Background: an optimization exercise with open tools, aiming at small area, a short achievable clock period and few clock cycles per item. Do not read the settings as production practice. RTL that was checked went through simulation tests only; none was proved equivalent to the original. No activity file was given, so power comes from the tool's default toggle rates.

== job 8785 ==
==> module target_calc_stage, before the edit <==
module target_calc_stage (
    input  wire  [2:0]  in_cls,
    input  wire  [31:1] in_base,
    input  wire  [31:1] in_addend,
    input  wire  [63:1] in_pc,
    input  wire         inst31,
    output logic [31:1] out_target_lo,
    output logic        out_step,      
    output logic [5:0]  out_len,       
    output logic        out_lui        
);
    logic        use_imm;
    logic [31:1] sum;
    logic [31:2] link;
    logic        sum_carry, link_carry;
    logic        neg;
    logic [63:32] run;    
    assign use_imm = in_cls == taurus_decode_pkg::cls_b || in_cls == taurus_decode_pkg::cls_j
                  || in_cls == taurus_decode_pkg::cls_auipc || in_cls == taurus_decode_pkg::cls_lui;
    prefix_adder #(.width(31)) u_add (
        .a    (in_base),
        .b    (in_addend),
        .sum  (sum),
        .cout (sum_carry)
    );
    assign {link_carry, link} = {1'b0, in_pc[31:2]} + 31'd1;
    assign out_target_lo = use_imm ? sum : {link, in_pc[1]};
    assign neg      = use_imm && inst31;
    assign out_step = use_imm ? sum_carry ^ inst31 : link_carry;
    assign out_lui  = in_cls == taurus_decode_pkg::cls_lui;
    prefix_and #(.width(32)) u_run (
        .a   (in_pc[63:32] ^ {32{neg}}),
        .all (run)
    );
    always_comb begin
        out_len = 6'd32;
        for (int i = 31; i >= 0; i--) begin
            if (!run[32 + i]) out_len = 6'(i);
        end
    end
endmodule
==> module target_hi_stage, before the edit <==
module target_hi_stage (
    input  wire  [63:32] in_pc,
    input  wire          inst31,
    input  wire          step,
    input  wire  [5:0]   len,
    input  wire          lui,
    output logic [63:32] out_target_hi
);
    logic [63:32] flip;
    always_comb begin
        for (int i = 0; i < 32; i++) begin
            flip[32 + i] = step && (6'(i) < len);
        end
    end
    assign out_target_hi = lui ? {32{inst31}} : in_pc ^ flip;
endmodule
==> module decode_pipe_top, before the edit <==
module decode_pipe_top (
    input  wire             clk,
    input  wire             reset,
    input  wire             in_valid,
    output logic            in_ready,
    input  wire [taurus_decode_pkg::xlen-1:0]  in_pc,
    input  wire [31:0]      in_inst,
    output logic            out_valid,
    input  wire             out_ready,
    output logic [taurus_decode_pkg::xlen-1:0] out_pc,
    output taurus_decode_pkg::inst_fmt_e       out_fmt,
    output logic [4:0]      out_rd,
    output logic [taurus_decode_pkg::xlen-1:0] out_imm,
    output logic [taurus_decode_pkg::xlen-1:0] out_target
);
    logic [2:0]  in_cls, s_cls, q_cls;
    logic [63:0] s_pc;
    logic [31:7] s_inst, q_inst;
    logic [31:1] s_tlo, q_tlo;
    logic        s_step, s_lui, q_step, q_lui;
    logic [5:0]  s_len, q_len;
    logic [2:0]  s_op;      
    logic [2:0]  s_sel;
    logic [31:1] s_base, s_addend;
    decode_stage u_decode (
        .in_inst (in_inst),
        .out_cls (in_cls)
    );
    target_sel_stage u_target_sel (
        .op5     (s_op[2]),
        .op3     (s_op[1]),
        .op2     (s_op[0]),
        .out_sel (s_sel)
    );
    target_operand_stage u_operand (
        .in_sel     (s_sel),
        .in_pc      (s_pc[31:1]),
        .inst       (s_inst),
        .out_base   (s_base),
        .out_addend (s_addend)
    );
    target_calc_stage u_target_calc (
        .in_cls        (s_cls),
        .in_base       (s_base),
        .in_addend     (s_addend),
        .in_pc         (s_pc[63:1]),
        .inst31        (s_inst[31]),
        .out_target_lo (s_tlo),
        .out_step      (s_step),
        .out_len       (s_len),
        .out_lui       (s_lui)
    );
    common_bypass_buffer #(
        .width      (taurus_decode_pkg::entry_w),
        .main_width (taurus_decode_pkg::record_w)
    ) u_buffer (
        .clk        (clk),
        .reset      (reset),
        .prev_data  ({in_pc, in_inst[31:7], in_cls, in_inst[5], in_inst[3:2]}),
        .prev_valid (in_valid),
        .prev_ready (in_ready),
        .sel_data   ({s_pc, s_inst, s_cls, s_op}),
        .main_data  ({s_pc, s_inst, s_cls, s_tlo, s_step, s_len, s_lui}),
        .next_data  ({out_pc, q_inst, q_cls, q_tlo, q_step, q_len, q_lui}),
        .next_valid (out_valid),
        .next_ready (out_ready)
    );
    imm_gen_stage u_imm_gen (
        .in_cls  (q_cls),
        .inst    (q_inst),
        .out_fmt (out_fmt),
        .out_rd  (out_rd),
        .out_imm (out_imm)
    );
    target_hi_stage u_target_hi (
        .in_pc         (out_pc[63:32]),
        .inst31        (q_inst[31]),
        .step          (q_step),
        .len           (q_len),
        .lui           (q_lui),
        .out_target_hi (out_target[63:32])
    );
    assign out_target[31:1] = q_tlo;
    assign out_target[0]    = out_pc[0] && !q_lui;
endmodule
Settings: LEC_CHECK=0, ABC_AREA=1, CAP_MARGIN=20, CORE_MARGIN=2, CORE_UTILIZATION=65, CTS_CLUSTER_DIAMETER=100, CTS_CLUSTER_SIZE=25, SETUP_SLACK_MARGIN=1.8, SLEW_MARGIN=20; clock period 5.5 ns.
standard.sh (not shown) runs the stock make flow with config.mk's settings and CLKGATE_MAP_FILE= SYNTH_SCRIPT=/design/flow/synth_recipe.tcl, a recipe that flattens the netlist after the stock synthesis.
==> flow/flow/run.sh <==
#!/bin/bash
# The standard layout (standard.sh) with four changes:
#  - the port buffers are the smallest buffer cell (buf_1), resized later as
#    timing needs;
#  - full adders are left to ABC instead of being extracted into adder cells;
#  - the upper-half and lower-half target logic are mapped on their own, so
#    that ABC keeps their depth short;
#  - the slow stacked AND/OR cells are kept out of mapping and resizing, on
#    top of the platform's own don't-use list.
# Each tool's full output is in the ORFS logs under orfs/logs; make's own
# output is in standard.log.
PLATFORM_DONT_USE="sky130_fd_sc_hd__probe_p_8 sky130_fd_sc_hd__probec_p_8 sky130_fd_sc_hd__lpflow_bleeder_1 sky130_fd_sc_hd__lpflow_clkbufkapwr_1 sky130_fd_sc_hd__lpflow_clkbufkapwr_16 sky130_fd_sc_hd__lpflow_clkbufkapwr_2 sky130_fd_sc_hd__lpflow_clkbufkapwr_4 sky130_fd_sc_hd__lpflow_clkbufkapwr_8 sky130_fd_sc_hd__lpflow_clkinvkapwr_1 sky130_fd_sc_hd__lpflow_clkinvkapwr_16 sky130_fd_sc_hd__lpflow_clkinvkapwr_2 sky130_fd_sc_hd__lpflow_clkinvkapwr_4 sky130_fd_sc_hd__lpflow_clkinvkapwr_8 sky130_fd_sc_hd__lpflow_decapkapwr_12 sky130_fd_sc_hd__lpflow_decapkapwr_3 sky130_fd_sc_hd__lpflow_decapkapwr_4 sky130_fd_sc_hd__lpflow_decapkapwr_6 sky130_fd_sc_hd__lpflow_decapkapwr_8 sky130_fd_sc_hd__lpflow_inputiso0n_1 sky130_fd_sc_hd__lpflow_inputiso0p_1 sky130_fd_sc_hd__lpflow_inputiso1n_1 sky130_fd_sc_hd__lpflow_inputiso1p_1 sky130_fd_sc_hd__lpflow_inputisolatch_1 sky130_fd_sc_hd__lpflow_isobufsrc_1 sky130_fd_sc_hd__lpflow_isobufsrc_16 sky130_fd_sc_hd__lpflow_isobufsrc_2 sky130_fd_sc_hd__lpflow_isobufsrc_4 sky130_fd_sc_hd__lpflow_isobufsrc_8 sky130_fd_sc_hd__lpflow_isobufsrckapwr_16 sky130_fd_sc_hd__lpflow_lsbuf_lh_hl_isowell_tap_1 sky130_fd_sc_hd__lpflow_lsbuf_lh_hl_isowell_tap_2 sky130_fd_sc_hd__lpflow_lsbuf_lh_hl_isowell_tap_4 sky130_fd_sc_hd__lpflow_lsbuf_lh_isowell_4 sky130_fd_sc_hd__lpflow_lsbuf_lh_isowell_tap_1 sky130_fd_sc_hd__lpflow_lsbuf_lh_isowell_tap_2 sky130_fd_sc_hd__lpflow_lsbuf_lh_isowell_tap_4"
SLOW=""
for c in a2111o a311o a32o a41o and4 and4b and4bb o2111a o311a o32a o41a or3 or3b or4 or4b or4bb maj3; do
  for n in 1 2 4; do SLOW="$SLOW sky130_fd_sc_hd__${c}_$n"; done
done
bash standard.sh BUFFER_PORTS_ARGS="-buffer_cell sky130_fd_sc_hd__buf_1" ADDER_MAP_FILE= \
  DONT_USE_CELLS="$PLATFORM_DONT_USE$SLOW" SYNTH_KEEP_MODULES="target_hi_stage target_calc_stage" finish > standard.log 2>&1
> inputs changed (job 8785 -> job 2752)
--- a/flow/design.v
+++ b/flow/design.v
@@ -31,7 +31,7 @@
     localparam logic [2:0] cls_ill   = 3'd6;
     localparam logic [2:0] cls_auipc = 3'd7;
     localparam int entry_w = xlen + 25 + 3 + 3;
-    localparam int record_w = entry_w - 3 + 31 + 8;
+    localparam int record_w = entry_w - 3 + 31 + 3;
     function automatic integer ceil_log2(input integer n);
         integer r, i;
         begin
@@ -184,19 +184,17 @@
     input  wire  [2:0]  in_cls,
     input  wire  [31:1] in_base,
     input  wire  [31:1] in_addend,
-    input  wire  [63:1] in_pc,
+    input  wire  [31:1] in_pc,
     input  wire         inst31,
     output logic [31:1] out_target_lo,
-    output logic        out_step,      
-    output logic [5:0]  out_len,       
+    output logic        out_inc,       
+    output logic        out_dec,       
     output logic        out_lui        
 );
     logic        use_imm;
     logic [31:1] sum;
     logic [31:2] link;
     logic        sum_carry, link_carry;
-    logic        neg;
-    logic [63:32] run;    
     assign use_imm = in_cls == taurus_decode_pkg::cls_b || in_cls == taurus_decode_pkg::cls_j
                   || in_cls == taurus_decode_pkg::cls_auipc || in_cls == taurus_decode_pkg::cls_lui;
     prefix_adder #(.width(31)) u_add (
@@ -207,35 +205,24 @@
     );
     assign {link_carry, link} = {1'b0, in_pc[31:2]} + 31'd1;
     assign out_target_lo = use_imm ? sum : {link, in_pc[1]};
-    assign neg      = use_imm && inst31;
-    assign out_step = use_imm ? sum_carry ^ inst31 : link_carry;
-    assign out_lui  = in_cls == taurus_decode_pkg::cls_lui;
-    prefix_and #(.width(32)) u_run (
-        .a   (in_pc[63:32] ^ {32{neg}}),
-        .all (run)
-    );
-    always_comb begin
-        out_len = 6'd32;
-        for (int i = 31; i >= 0; i--) begin
-            if (!run[32 + i]) out_len = 6'(i);
-        end
-    end
+    assign out_inc = use_imm ? sum_carry && !inst31 : link_carry;
+    assign out_dec = use_imm && !sum_carry && inst31;
+    assign out_lui = in_cls == taurus_decode_pkg::cls_lui;
 endmodule
 module target_hi_stage (
     input  wire  [63:32] in_pc,
     input  wire          inst31,
-    input  wire          step,
-    input  wire  [5:0]   len,
+    input  wire          inc,
+    input  wire          dec,
     input  wire          lui,
     output logic [63:32] out_target_hi
 );
-    logic [63:32] flip;
-    always_comb begin
-        for (int i = 0; i < 32; i++) begin
-            flip[32 + i] = step && (6'(i) < len);
-        end
-    end
-    assign out_target_hi = lui ? {32{inst31}} : in_pc ^ flip;
+    logic [63:32] run;    
+    prefix_and #(.width(32)) u_run (
+        .a   (in_pc ^ {32{dec}}),
+        .all (run)
+    );
+    assign out_target_hi = lui ? {32{inst31}} : in_pc ^ ({32{inc || dec}} & run);
 endmodule
 module prefix_and #(
     parameter int width = 8
@@ -321,8 +308,7 @@
     logic [63:0] s_pc;
     logic [31:7] s_inst, q_inst;
     logic [31:1] s_tlo, q_tlo;
-    logic        s_step, s_lui, q_step, q_lui;
-    logic [5:0]  s_len, q_len;
+    logic        s_inc, s_dec, s_lui, q_inc, q_dec, q_lui;
     logic [2:0]  s_op;      
     logic [2:0]  s_sel;
     logic [31:1] s_base, s_addend;
@@ -347,11 +333,11 @@
         .in_cls        (s_cls),
         .in_base       (s_base),
         .in_addend     (s_addend),
-        .in_pc         (s_pc[63:1]),
+        .in_pc         (s_pc[31:1]),
         .inst31        (s_inst[31]),
         .out_target_lo (s_tlo),
-        .out_step      (s_step),
-        .out_len       (s_len),
+        .out_inc       (s_inc),
+        .out_dec       (s_dec),
         .out_lui       (s_lui)
     );
     common_bypass_buffer #(
@@ -364,8 +350,8 @@
         .prev_valid (in_valid),
         .prev_ready (in_ready),
         .sel_data   ({s_pc, s_inst, s_cls, s_op}),
-        .main_data  ({s_pc, s_inst, s_cls, s_tlo, s_step, s_len, s_lui}),
-        .next_data  ({out_pc, q_inst, q_cls, q_tlo, q_step, q_len, q_lui}),
+        .main_data  ({s_pc, s_inst, s_cls, s_tlo, s_inc, s_dec, s_lui}),
+        .next_data  ({out_pc, q_inst, q_cls, q_tlo, q_inc, q_dec, q_lui}),
         .next_valid (out_valid),
         .next_ready (out_ready)
     );
@@ -379,8 +365,8 @@
     target_hi_stage u_target_hi (
         .in_pc         (out_pc[63:32]),
         .inst31        (q_inst[31]),
-        .step          (q_step),
-        .len           (q_len),
+        .inc           (q_inc),
+        .dec           (q_dec),
         .lui           (q_lui),
         .out_target_hi (out_target[63:32])
     );
Findings:
The complex-gate fraction of the synthesized area of job 2752 is lower than that of job 8785.
Job 2752 against job 8785; final cell count without fillers is down by a few percent.
Final design instance area without fill, job 8785 and job 2752: larger value in job 8785
Non-clock buffer count (job 2752 vs. job 8785) decreases by more than 10%
Via count of the first global-routing pass for job 2752: about 5.6% down relative to job 8785
For detailed-route wire length, dividing the value from job 8785 by the value from job 2752 gives 1.16.
Of the two values seen for area-dominant cell class after layout, multi-input gates was produced by job 8785 and flip-flops and latches by job 2752.
Taking job 8785 over job 2752, the met1 wire length ratio works out to 1.10.
The standby leakage power in job 2752 was lower than what job 8785 gave.
Job 8785 -> job 2752: die area decreased slightly
On critical path depth in cells: job 2752 sits below job 8785.
Comparing job 8785 against job 2752, there is no change at all in maximum clock path buffer count.
Looking only at clock skew, and setting everything else aside, the higher value of job 8785 and job 2752 goes to job 8785.
Job 2752 vs job 8785, end point of the critical path: out_target[62] vs u_buffer.next_data[30]
Worst hold slack deteriorates in job 2752 relative to job 8785.
For the inverter count of the layout excluding clock inverters, job 2752 came in 3 higher than job 8785 did.
Testbench counts of job 2752, summed over its fixed seeds: cycles 9,165, items 8,000.
For job 8785, only the layout was checked, not whether the RTL still works.

* * *

Setup of v3:
The RTL this note starts from:
==> flow/design.v <==
`default_nettype none
package taurus_decode_pkg;
    localparam int xlen = 64;
    typedef enum logic [2:0] {
        fmt_r       = 3'd0,
        fmt_i       = 3'd1,
        fmt_s       = 3'd2,
        fmt_b       = 3'd3,
        fmt_u       = 3'd4,
        fmt_j       = 3'd5,
        fmt_illegal = 3'd6
    } inst_fmt_e;
    localparam logic [6:0] op_lui       = 7'b0110111;
    localparam logic [6:0] op_auipc     = 7'b0010111;
    localparam logic [6:0] op_jal       = 7'b1101111;
    localparam logic [6:0] op_jalr      = 7'b1100111;
    localparam logic [6:0] op_branch    = 7'b1100011;
    localparam logic [6:0] op_load      = 7'b0000011;
    localparam logic [6:0] op_store     = 7'b0100011;
    localparam logic [6:0] op_op_imm    = 7'b0010011;
    localparam logic [6:0] op_op        = 7'b0110011;
    localparam logic [6:0] op_op_imm_32 = 7'b0011011;
    localparam logic [6:0] op_op_32     = 7'b0111011;
    localparam logic [6:0] op_system    = 7'b1110011;
    localparam logic [2:0] cls_r     = 3'd0;
    localparam logic [2:0] cls_i     = 3'd1;
    localparam logic [2:0] cls_s     = 3'd2;
    localparam logic [2:0] cls_b     = 3'd3;
    localparam logic [2:0] cls_lui   = 3'd4;
    localparam logic [2:0] cls_j     = 3'd5;
    localparam logic [2:0] cls_ill   = 3'd6;
    localparam logic [2:0] cls_auipc = 3'd7;
    localparam int entry_w = xlen + 25 + 3;
    localparam int record_w = entry_w + 31 + 3;
endpackage
`default_nettype wire
`timescale 1ns/1ps
`default_nettype none
module common_bypass_buffer #(
    parameter int width      = 1,
    parameter int main_width = 1
) (
    input  wire      clk,
    input  wire      reset,
    input  wire [width-1:0] prev_data,
    input  wire      prev_valid,
    output logic     prev_ready,
    output logic                  sel_skid,
    output logic [width-1:0]      sel_data,
    input  wire  [main_width-1:0] main_data,
    output logic [main_width-1:0] next_data,
    output logic     next_valid,
    input  wire      next_ready
);
    logic [width-1:0] skid_q;
    logic             main_v, skid_v;
    assign prev_ready = !skid_v;
    assign next_valid = main_v;
    assign sel_skid   = skid_v;
    assign sel_data   = skid_v ? skid_q : prev_data;
    always_ff @(posedge clk) begin
        if (!skid_v) begin
            skid_q <= prev_data;
        end
    end
    always_ff @(posedge clk) begin
        if (!main_v || next_ready) begin
            next_data <= main_data;
        end
    end
    always_ff @(posedge clk) begin
        if (reset) begin
            main_v <= 1'b0;
            skid_v <= 1'b0;
        end else begin
            if (!main_v || next_ready) begin
                main_v <= skid_v || prev_valid;
                skid_v <= 1'b0;
            end else if (!skid_v) begin
                skid_v <= prev_valid;
            end
        end
    end
endmodule
`default_nettype wire
`timescale 1ns/1ps
`default_nettype none
module decode_stage (
    input  wire  [31:0] in_inst,
    output logic [2:0]  out_cls
);
    always_comb begin
        case (in_inst[6:0])
            taurus_decode_pkg::op_op, taurus_decode_pkg::op_op_32:
                out_cls = taurus_decode_pkg::cls_r;
            taurus_decode_pkg::op_op_imm, taurus_decode_pkg::op_op_imm_32, taurus_decode_pkg::op_load,
            taurus_decode_pkg::op_jalr, taurus_decode_pkg::op_system:
                out_cls = taurus_decode_pkg::cls_i;
            taurus_decode_pkg::op_store:  out_cls = taurus_decode_pkg::cls_s;
            taurus_decode_pkg::op_branch: out_cls = taurus_decode_pkg::cls_b;
            taurus_decode_pkg::op_lui:    out_cls = taurus_decode_pkg::cls_lui;
            taurus_decode_pkg::op_auipc:  out_cls = taurus_decode_pkg::cls_auipc;
            taurus_decode_pkg::op_jal:    out_cls = taurus_decode_pkg::cls_j;
            default:                      out_cls = taurus_decode_pkg::cls_ill;
        endcase
    end
endmodule
module target_sel_stage (
    input  wire        known,
    input  wire  [2:0] cls,
    input  wire  [6:2] op,
    output logic [2:0] out_sel
);
    always_comb begin
        if (known) begin
            out_sel = {cls == taurus_decode_pkg::cls_b, cls == taurus_decode_pkg::cls_j,
                       cls == taurus_decode_pkg::cls_lui};
        end else begin
            out_sel = {!op[2], op[2] && op[3], op[2] && !op[3] && op[5]};
        end
    end
endmodule
`default_nettype wire
`timescale 1ns/1ps
`default_nettype none
module imm_gen_stage (
    input  wire  [2:0]  in_cls,
    input  wire  [31:7] inst,
    output taurus_decode_pkg::inst_fmt_e out_fmt,
    output logic [4:0]  out_rd,
    output logic [taurus_decode_pkg::xlen-1:0] out_imm
);
    always_comb begin
        case (in_cls)
            taurus_decode_pkg::cls_r:     out_fmt = taurus_decode_pkg::fmt_r;
            taurus_decode_pkg::cls_i:     out_fmt = taurus_decode_pkg::fmt_i;
            taurus_decode_pkg::cls_s:     out_fmt = taurus_decode_pkg::fmt_s;
            taurus_decode_pkg::cls_b:     out_fmt = taurus_decode_pkg::fmt_b;
            taurus_decode_pkg::cls_lui,
            taurus_decode_pkg::cls_auipc: out_fmt = taurus_decode_pkg::fmt_u;
            taurus_decode_pkg::cls_j:     out_fmt = taurus_decode_pkg::fmt_j;
            default:                      out_fmt = taurus_decode_pkg::fmt_illegal;
        endcase
    end
    assign out_rd = (in_cls == taurus_decode_pkg::cls_s || in_cls == taurus_decode_pkg::cls_b)
                    ? 5'd0 : inst[11:7];
    always_comb begin
        case (in_cls)
            taurus_decode_pkg::cls_i:   out_imm = {{52{inst[31]}}, inst[31:20]};
            taurus_decode_pkg::cls_s:   out_imm = {{52{inst[31]}}, inst[31:25], inst[11:7]};
            taurus_decode_pkg::cls_b:   out_imm = {{51{inst[31]}}, inst[31], inst[7],
                                                   inst[30:25], inst[11:8], 1'b0};
            taurus_decode_pkg::cls_lui,
            taurus_decode_pkg::cls_auipc: out_imm = {{32{inst[31]}}, inst[31:12], 12'd0};
            taurus_decode_pkg::cls_j:   out_imm = {{43{inst[31]}}, inst[31], inst[19:12],
                                                   inst[20], inst[30:21], 1'b0};
            default:                    out_imm = '0;
        endcase
    end
endmodule
`default_nettype wire
`timescale 1ns/1ps
`default_nettype none
module target_calc_stage (
    input  wire  [2:0]  in_cls,
    input  wire  [2:0]  in_sel,        
    input  wire  [31:0] in_pc,
    input  wire  [31:7] inst,
    output logic [31:1] out_target_lo,
    output logic        out_inc,       
    output logic        out_dec,       
    output logic        out_lui        
);
    logic        use_imm;
    logic [31:1] addend, base, sum;
    logic [31:2] link;
    logic        sum_carry, link_carry;
    assign use_imm = in_cls == taurus_decode_pkg::cls_b || in_cls == taurus_decode_pkg::cls_j
                  || in_cls == taurus_decode_pkg::cls_auipc || in_cls == taurus_decode_pkg::cls_lui;
    always_comb begin
        if (in_sel[2]) begin
            addend = {{19{inst[31]}}, inst[31], inst[7], inst[30:25], inst[11:8]};
        end else if (in_sel[1]) begin
            addend = {{11{inst[31]}}, inst[31], inst[19:12], inst[20], inst[30:21]};
        end else begin
            addend = {inst[31:12], 11'd0};
        end
    end
    assign base = in_sel[0] ? 31'd0 : in_pc[31:1];
    prefix_adder #(.width(31)) u_add (
        .a    (base),
        .b    (addend),
        .sum  (sum),
        .cout (sum_carry)
    );
    assign {link_carry, link} = {1'b0, in_pc[31:2]} + 31'd1;
    assign out_target_lo = use_imm ? sum : {link, in_pc[1]};
    assign out_inc = use_imm ? sum_carry && !inst[31] : link_carry;
    assign out_dec = use_imm && !sum_carry && inst[31];
    assign out_lui = in_cls == taurus_decode_pkg::cls_lui;
endmodule
module target_hi_stage (
    input  wire  [63:32] in_pc,
    input  wire          inst31,
    input  wire          inc,
    input  wire          dec,
    input  wire          lui,
    output logic [63:32] out_target_hi
);
    logic [63:32] ones, zeros;    
    always_comb begin
        ones[32]  = 1'b1;
        zeros[32] = 1'b1;
        for (int i = 33; i < 64; i++) begin
            ones[i]  = ones[i-1] && in_pc[i-1];
            zeros[i] = zeros[i-1] && !in_pc[i-1];
        end
    end
    assign out_target_hi = lui ? {32{inst31}}
                               : in_pc ^ (({32{inc}} & ones) | ({32{dec}} & zeros));
endmodule
module prefix_adder #(
    parameter int width = 8,
    parameter int style = 0
) (
    input  wire  [width-1:0] a,
    input  wire  [width-1:0] b,
    output logic [width-1:0] sum,
    output logic             cout
);
    localparam int levels = $clog2(width);
    logic [width-1:0] g [0:levels];
    logic [width-1:0] p [0:levels];
    always_comb begin
        g[0] = a & b;
        p[0] = a ^ b;
        for (int l = 0; l < levels; l++) begin
            for (int i = 0; i < width; i++) begin
                if (style == 0) begin
                    if (i >= (1 << l)) begin
                        g[l+1][i] = g[l][i] | (p[l][i] & g[l][i - (1 << l)]);
                        p[l+1][i] = p[l][i] & p[l][i - (1 << l)];
                    end else begin
                        g[l+1][i] = g[l][i];
                        p[l+1][i] = p[l][i];
                    end
                end else begin
                    if ((i >> l) % 2 == 1) begin
                        g[l+1][i] = g[l][i] | (p[l][i] & g[l][((i >> l) << l) - 1]);
                        p[l+1][i] = p[l][i] & p[l][((i >> l) << l) - 1];
                    end else begin
                        g[l+1][i] = g[l][i];
                        p[l+1][i] = p[l][i];
                    end
                end
            end
        end
    end
    assign sum  = p[0] ^ {g[levels][width-2:0], 1'b0};
    assign cout = g[levels][width-1];
endmodule
`default_nettype wire
`timescale 1ns/1ps
`default_nettype none
module decode_pipe_top (
    input  wire             clk,
    input  wire             reset,
    input  wire             in_valid,
    output logic            in_ready,
    input  wire [taurus_decode_pkg::xlen-1:0]  in_pc,
    input  wire [31:0]      in_inst,
    output logic            out_valid,
    input  wire             out_ready,
    output logic [taurus_decode_pkg::xlen-1:0] out_pc,
    output taurus_decode_pkg::inst_fmt_e       out_fmt,
    output logic [4:0]      out_rd,
    output logic [taurus_decode_pkg::xlen-1:0] out_imm,
    output logic [taurus_decode_pkg::xlen-1:0] out_target
);
    logic [2:0]  in_cls, s_cls, q_cls;
    logic [63:0] s_pc;
    logic [31:7] s_inst, q_inst;
    logic [31:1] s_tlo, q_tlo;
    logic        s_inc, s_dec, s_lui, q_inc, q_dec, q_lui;
    logic        s_known;
    logic [2:0]  s_sel;
    decode_stage u_decode (
        .in_inst (in_inst),
        .out_cls (in_cls)
    );
    target_sel_stage u_target_sel (
        .known   (s_known),
        .cls     (s_cls),
        .op      (in_inst[6:2]),
        .out_sel (s_sel)
    );
    target_calc_stage u_target_calc (
        .in_cls        (s_cls),
        .in_sel        (s_sel),
        .in_pc         (s_pc[31:0]),
        .inst          (s_inst),
        .out_target_lo (s_tlo),
        .out_inc       (s_inc),
        .out_dec       (s_dec),
        .out_lui       (s_lui)
    );
    common_bypass_buffer #(
        .width      (taurus_decode_pkg::entry_w),
        .main_width (taurus_decode_pkg::record_w)
    ) u_buffer (
        .clk        (clk),
        .reset      (reset),
        .prev_data  ({in_pc, in_inst[31:7], in_cls}),
        .prev_valid (in_valid),
        .prev_ready (in_ready),
        .sel_skid   (s_known),
        .sel_data   ({s_pc, s_inst, s_cls}),
        .main_data  ({s_pc, s_inst, s_cls, s_tlo, s_inc, s_dec, s_lui}),
        .next_data  ({out_pc, q_inst, q_cls, q_tlo, q_inc, q_dec, q_lui}),
        .next_valid (out_valid),
        .next_ready (out_ready)
    );
    imm_gen_stage u_imm_gen (
        .in_cls  (q_cls),
        .inst    (q_inst),
        .out_fmt (out_fmt),
        .out_rd  (out_rd),
        .out_imm (out_imm)
    );
    target_hi_stage u_target_hi (
        .in_pc         (out_pc[63:32]),
        .inst31        (q_inst[31]),
        .inc           (q_inc),
        .dec           (q_dec),
        .lui           (q_lui),
        .out_target_hi (out_target[63:32])
    );
    assign out_target[31:1] = q_tlo;
    assign out_target[0]    = out_pc[0] && !q_lui;
endmodule
`default_nettype wire
make LEC_CHECK=0 CAP_MARGIN=20 CORE_MARGIN=2 CORE_UTILIZATION=40 SETUP_SLACK_MARGIN=1.5 SLEW_MARGIN=20 finish   # period 5.5 ns
run.sh (not shown) runs the stock make flow with config.mk's settings and CLKGATE_MAP_FILE= SYNTH_SCRIPT=/design/flow/synth_recipe.tcl, a recipe that flattens the netlist after the stock synthesis.
Stock flow here: none of the scripts above is used.
Relative to v3, the following input files were edited for v4:
-- flow/design.v --
<<< v3, line 222
module prefix_adder #(
    parameter int width = 8,
    parameter int style = 0
) (
    input  wire  [width-1:0] a,
>>> v4, line 222
module prefix_adder #(
    parameter int width = 8,
    parameter int style = 1
) (
    input  wire  [width-1:0] a,
--- outcome ---
Length of routed met3 wiring, v3 and v4: smaller value in v4. Relative to v3, half-perimeter wire length after placement increased by 0.40% in v4. Compared with v3, in v4 area after synthesis barely changed, logic depth of the worst path, buffers included dropped 1, worst setup slack climbed 230 ps, number of post-CTS setup repair buffers climbed 13. Largest family of logic cells by synthesized area: compound AO/OA/AOI/OAI gates -> v3, simple AND/OR/NAND/NOR gates -> v4. v4 vs. v3: overall power now sits lower, share of the final layout cell area in sequential cells now sits lower, global-route wire length before repair now sits lower, per-cell routed wire length now sits lower.
No run of this note included a check of the RTL's function; only the layout flow was run.

[port drivers added, routing unchanged]
How much do the figures lean on ideal ports? The routed layouts below were timed once more, with nothing changed but the port constraints.
Step 1: set_driving_cell puts a clkbuf_16 on clk and a buf_2 on each other input, an assumption about the parent block.
Step 2 moves the port delays by t, midway between the first and last clock arrival at a register: inputs arrive t later, outputs are due t later. That takes back most of the time a late clock gives input paths.
Slacks: no drivers / after step 1 / after step 2; pairs: no drivers / after step 1.
| run | t, ns | setup WS [ns] | hold WS [ns] | worst setup path at the end | worst slew at a driven data input, ns |
|---|---|---|---|---|---|
| job 8785 | 0.524 | 1.468 / 1.456 / 0.932 | 0.470 / 0.470 / 0.470 | input to register | 0.11 |
| job 2752 | 0.512 | 1.861 / 1.815 / 1.594 | 0.459 / 0.459 / 0.459 | input to register | 0.08 |
| v3 | 0.558 | 0.961 / 0.953 / 0.395 | 0.472 / 0.472 / 0.472 | input to register | 0.08 |
| v4 | 0.579 | 1.189 / 1.148 / 0.612 | 0.470 / 0.470 / 0.470 | input to register | 0.09 |
After both steps every run listed still meets setup and hold. The setup slack of v4, which loses most, moves by -0.041 ns with the drivers and by -0.577 ns with both steps.
